Context: an optimization exercise on an open-source flow, tuned for small area and a short achievable clock period. The choices shown serve that exercise and are no tape-out recipe. In this exercise RTL edits were held to simulation tests only and were not proved equivalent to the original. No activity file was given, so power comes from the tool's default toggle rates.

## job 104
==> flow/design.v (excerpt) <==
module logo_key (
  input  logic                      Pclk_Rx,
  input  logic                      reset_n,
  input  logic [2*10-1:0] rx_data,     
  input  logic [2:0]                rx_hvf,      
  input  logic                      reg_wr,
  input  logic [4-1:0] reg_addr,
  input  logic [16-1:0]      reg_data,
  input  logic                      mem_valid,
  input  logic [3*8-1:0]   mem_pixel,   
  output logic [2*10-1:0] tx_data,     
  output logic [2:0]                tx_hvf,      
  output logic                      fetch_req,
  output logic                      fetch_restart
);
export LEC_CHECK = 0
export CAP_MARGIN = 20
export CORE_MARGIN = 2
export CORE_UTILIZATION = 40
export CTS_CLUSTER_DIAMETER = 80
export CTS_CLUSTER_SIZE = 22
export SETUP_SLACK_MARGIN = 5
export SLEW_MARGIN = 20
create_clock -name core_clock -period 8.0 [get_ports {Pclk_Rx}]
run.sh (not shown) runs the stock make flow with config.mk's settings and CLKGATE_MAP_FILE= SYNTH_SCRIPT=/design/flow/synth_recipe.tcl, a recipe that flattens the netlist after the stock synthesis.
Job 104 ended with every stage complete and zero timing, DRC or antenna violations.
> inputs changed (job 104 -> job 102)
# job 104
export LEC_CHECK = 0
export CAP_MARGIN = 20
export CORE_MARGIN = 2
export CORE_UTILIZATION = 40
export CTS_CLUSTER_DIAMETER = 80
export CTS_CLUSTER_SIZE = 22
export SETUP_SLACK_MARGIN = 5
export SLEW_MARGIN = 20
create_clock -name core_clock -period 8.0 [get_ports {Pclk_Rx}]
# job 102
export LEC_CHECK = 0
export CAP_MARGIN = 20
export CORE_MARGIN = 2
export CORE_UTILIZATION = 50
export CTS_CLUSTER_DIAMETER = 80
export CTS_CLUSTER_SIZE = 22
export SETUP_SLACK_MARGIN = 5
export SLEW_MARGIN = 20
create_clock -name core_clock -period 8.0 [get_ports {Pclk_Rx}]
### Flow results
Setup slack: job 102 less than job 104. Across job 104 and job 102, none had a timing, DRC or antenna violation. Of the two values seen for cell type of the slowest stage on the worst timing path, sky130_fd_sc_hd__nor4_4 was produced by job 102 and sky130_fd_sc_hd__dfrtp_1 by job 104. Aggregate global-route resource usage (job 102 over job 104): increase, 7.5 points. | global-route wire length before repair | job 102 vs job 104 | ≈ equal |. From job 104 to job 102, sum of overflow across all layers after global routing did not move at all. Job 102 vs. job 104: power now larger; maximum vdd ir drop now smaller; number of nets at the end of the flow comparable. Job 102 vs job 104, final non-filler cell area went down by about 0.6%. Depth of the worst register-to-register path in job 102 is 3 below job 104.

* * *

P:
logo_key again, from the RTL that the note above started with.
==> flow/config.mk <==
export PLATFORM = sky130hd
export DESIGN_NAME = logo_key
export DESIGN_NICKNAME = logo_key
export VERILOG_FILES = /design/flow/design.v
export SDC_FILE = /design/flow/constraint.sdc
export NUM_CORES = 4
export LEC_CHECK = 0
export CAP_MARGIN = 20
export CORE_MARGIN = 2
export CORE_UTILIZATION = 40
export SETUP_SLACK_MARGIN = 5
export SLEW_MARGIN = 20
==> flow/constraint.sdc <==
create_clock -name core_clock -period 8.0 [get_ports {Pclk_Rx}]
set_input_delay 1.6000 -clock core_clock [delete_from_list [all_inputs] [get_ports {Pclk_Rx}]]
set_output_delay 1.6000 -clock core_clock [all_outputs]
set_load 0.01 [all_outputs]
P finished end to end and its layout was clean on timing, DRC and antenna.
[inputs] Q vs P
# P
export LEC_CHECK = 0
export CAP_MARGIN = 20
export CORE_MARGIN = 2
export CORE_UTILIZATION = 40
export SETUP_SLACK_MARGIN = 5
export SLEW_MARGIN = 20
create_clock -name core_clock -period 8.0 [get_ports {Pclk_Rx}]
# Q
export LEC_CHECK = 0
export CAP_MARGIN = 0
export CORE_MARGIN = 2
export CORE_UTILIZATION = 40
export CTS_CLUSTER_DIAMETER = 80
export CTS_CLUSTER_SIZE = 22
export SETUP_SLACK_MARGIN = 5
export SLEW_MARGIN = 0
create_clock -name core_clock -period 8.0 [get_ports {Pclk_Rx}]
==> summary.txt <==
- Q finished end to end and its layout was clean on timing, DRC and antenna.
- H-tree depth reported by CTS: Q vs P down 1
- | wire length | lower: Q |
- Relative to P, the proportion of layout cells with a drive suffix above 1 of Q is lower by 2.8 points.
- Compared with P, Q supports a higher clock frequency.

* * *

## 07-08
Starting RTL as in the previous note.
make LEC_CHECK=0 CAP_MARGIN=20 CORE_MARGIN=2 CORE_UTILIZATION=40 CTS_CLUSTER_DIAMETER=80 CTS_CLUSTER_SIZE=22 SETUP_SLACK_MARGIN=4.9 SLEW_MARGIN=20 finish   # period 8.0 ns
Every stage of the flow completed for 07-08, and the final layout passed the timing, design-rule and antenna checks.
Input-level comparison between 04-23 and 07-08:
- CTS_CLUSTER_DIAMETER: 80 -> unset
- CTS_CLUSTER_SIZE: 22 -> unset
Findings:
04-23: done, clean on timing, DRC and antenna. The via count of the first global-routing pass of 04-23 exceeds that of 07-08 by 1571. Clock network area share up 3.4 points in 04-23 wrt 07-08. Comparing 07-08 and 04-23, number of violations reported at the end of detailed-routing iteration 0 is lower on 07-08. Looking only at part of the power in combinational logic, and setting everything else aside, the higher value of 07-08 and 04-23 goes to 07-08. In terms of global routing usage on met2, 07-08 and 04-23 differ only marginally. Relative to 07-08, the minimum hold slack of 04-23 is lower by 7.7 ps. | transition time of the tightest slew-check pin | 04-23 vs 07-08 | 15 ps lower |. u_logo_buffer.rd_lo[19]$_SDFF_PN0_ as the first element of the critical path was reported by 04-23, and u_logo_buffer.nxt_sel[85]$_DFF_P_ by 07-08.

-- afterwards: timing with drivers on the ports --
How much do the figures lean on ideal ports? The routed layouts below were timed once more, with nothing changed but the port constraints.
Step 1 assumes that a clkbuf_16 drives the clock port and a buf_2 every other input.
Step 2 adds t to the input delays and takes it off the output delays; t is the mean of the earliest and latest rising clock arrival at the registers after step 1. Input paths then give back, and output paths get back, about the clock's delay inside the block.
Three values: ideal, step 1, step 2; two values: the first two.
run | t, ns | setup WS [ns] | worst data-port slew with drivers (ns) | cell pins on the clock port's net
job 104 | 0.937 | 5.022 / 4.921 / 4.174 | 0.28 | 1
job 102 | 0.934 | 4.986 / 4.945 / 4.126 | 0.27 | 1
P | 1.036 | 4.952 / 4.851 / 4.063 | 0.27 | 1
Q | 0.935 | 5.027 / 4.925 / 4.184 | 0.25 | 1
07-08 | 0.936 | 4.915 / 4.858 / 4.050 | 0.30 | 1
04-23 | 1.034 | 4.913 / 4.849 / 3.968 | 0.30 | 1
After both steps setup and hold are still met in every run listed. The setup slack of 04-23, which loses most, moves by -0.064 ns with the drivers and by -0.945 ns with both steps.
